This design comes from an exercise in tuning for small area, a short achievable clock period and few clock cycles per item on the open sky130 flow, not from production work. In this exercise RTL edits were held to simulation tests only and were not proved equivalent to the original. Power and IR drop assume default switching activity.

// incubator_setpoint_and_alarm_supervisor
module incubator_setpoint_and_alarm_supervisor #(
  parameter int MAX_DIGITS = 4
) (
  input  logic              clk,
  input  logic              rst_n,
  input  logic              in_valid,
  output logic              in_ready,
  input  logic [1:0]        in_opcode,
  input  logic [isas_pkg::TEMP_W-1:0] in_measured_temp,
  input  logic [3:0]        in_key_code,
  input  logic [isas_pkg::HOST_W-1:0] in_host_target,
  output logic              out_valid,
  input  logic              out_ready,
  output logic [1:0]        out_mode,
  output logic              out_buzzer_on,
  output logic [isas_pkg::TEMP_W-1:0] out_target_temp,
  output logic [isas_pkg::SECS_W-1:0] out_run_seconds,
  output logic              out_control_active,
  output logic              out_controller_reset,
  output logic              out_drive_stop,
  output logic [1:0]        out_host_reply,
  input  logic              cfg_psel,
  input  logic              cfg_penable,
  input  logic              cfg_pwrite,
  input  logic [isas_pkg::APB_AW-1:0] cfg_paddr,
  input  logic [isas_pkg::APB_DW-1:0] cfg_pwdata,
  output logic [isas_pkg::APB_DW-1:0] cfg_prdata,
  output logic              cfg_pready
);
Size: about 260 flip-flops, about 0.017 sq mm of cells after synthesis.
clock: 8.0 ns
lec_check: 0
cap_margin: 20
core_margin: 2
core_utilization: 60
setup_slack_margin: 4.6
slew_margin: 20
standard.sh (not shown) runs the stock make flow with config.mk's settings and CLKGATE_MAP_FILE= SYNTH_SCRIPT=/design/flow/synth_recipe.tcl, a recipe that flattens the netlist after the stock synthesis.
==> flow/flow/run.sh <==
#!/bin/bash
# Own layout flow: the standard flow (standard.sh: the standard synthesis
# and ORFS steps, unchanged) with one ORFS setting passed through the
# environment: BUFFER_PORTS_ARGS makes every port buffer a
# sky130_fd_sc_hd__buf_1 cell instead of the default delay buffer
# (clkdlybuf4s50_1), which is larger and slower. Every input and output port
# is still buffered; the clock period and constraints are the standard flow's.
# The make/ORFS output goes to standard_flow.log; each ORFS step keeps its own
# log under orfs/logs/.
set -euo pipefail
export BUFFER_PORTS_ARGS="-buffer_cell sky130_fd_sc_hd__buf_1"
bash standard.sh > standard_flow.log 2>&1
Testbench counts at the start, summed over its fixed seeds: cycles 20,685, items 20,000.
Then changed:
--- a/flow/config.mk
+++ b/flow/config.mk
@@ -11 +11 @@
-export SETUP_SLACK_MARGIN = 4.6
+export SETUP_SLACK_MARGIN = 4.1
Sequential power barely changes; via count shrinks by 4.3%; flip-flop and latch count does not change.
Then changed:
--- a/flow/config.mk
+++ b/flow/config.mk
@@ -11 +11 @@
-export SETUP_SLACK_MARGIN = 4.1
+export SETUP_SLACK_MARGIN = 4.4
What happened: The new run passed the timing, design-rule and antenna checks. Design area rises by 5.3%. Global-route usage rose by 0.83 points. Synthesized cell count is unchanged.

* * *

== rev 12 ==
incubator_setpoint_and_alarm_supervisor again, from the RTL that the note above started with.
Settings: LEC_CHECK=0, CAP_MARGIN=20, CORE_MARGIN=2, CORE_UTILIZATION=60, SETUP_SLACK_MARGIN=4.3, SLEW_MARGIN=20; clock period 8.0 ns.
Scripts as last shown in full above: flow/flow/run.sh
Rev 12: PASS, flow complete, no timing, DRC or antenna violations
Testbench counts of rev 12, summed over its fixed seeds: cycles 20,685, items 20,000.
Here is what was changed in the inputs of rev 13 compared with rev 12.
Settings: SETUP_SLACK_MARGIN: 4.3 -> 4.2.
--- outcome ---
Rev 13 vs rev 12: maximum frequency down slightly
Compared with rev 12, rev 13 shows a first-iteration DRC count that is 2.1% lower.
Proportion of cell area occupied by multi-input gates ended up 0.90 points lower on rev 13 than on rev 12.
Rev 13 vs rev 12: first-pass GRT wire length down in rev 13
Between rev 12 and rev 13, the clock skew does not differ in any meaningful way.
Between rev 12 and rev 13, the portion of the layout cell area used by non-clock buffers does not differ in any meaningful way.
Rev 13 vs. rev 12: routed wire length moved down, count of clock-buffer cells in the layout moved down.
Compared with rev 12, rev 13 shows a utilization after layout that is 1.4 points lower.
Est. power | rev 13 vs rev 12 | rev 13 lower
Rev 12 and rev 13 ended up with roughly the same flip-flop and latch area.

==> afterwards: timing with drivers on the ports <==
How much do the figures lean on ideal ports? The routed layouts below were timed once more, with nothing changed but the port constraints.
Step 1: set_driving_cell puts a clkbuf_16 on clk and a buf_2 on each other input, an assumption about the parent block.
Step 2 also shifts input and output timing later by t, the mid clock arrival at the registers, as if the neighbouring blocks saw the same clock.
a / b / c = no drivers / after step 1 / after step 2; a / b = the first two.
run	t (ns)	slack for setup (ns)	latest minus earliest clock arrival (ns)	slew at the worst register clock pin (ns)
the first run of note 1	0.597	4.273 / 4.273 / 3.864	0.015 / 0.015	0.07 / 0.07
the second run of note 1	0.594	4.174 / 4.174 / 3.664	0.018 / 0.018	0.06 / 0.06
the third run of note 1	0.599	4.335 / 4.350 / 3.751	0.020 / 0.019	0.06 / 0.06
rev 12	0.597	4.307 / 4.307 / 3.802	0.014 / 0.014	0.06 / 0.06
rev 13	0.593	4.249 / 4.263 / 3.670	0.016 / 0.015	0.07 / 0.07
After both steps setup and hold are still met in every run listed. The setup slack of the third run of note 1, which loses most, moves by +0.015 ns with the drivers and by -0.584 ns with both steps.
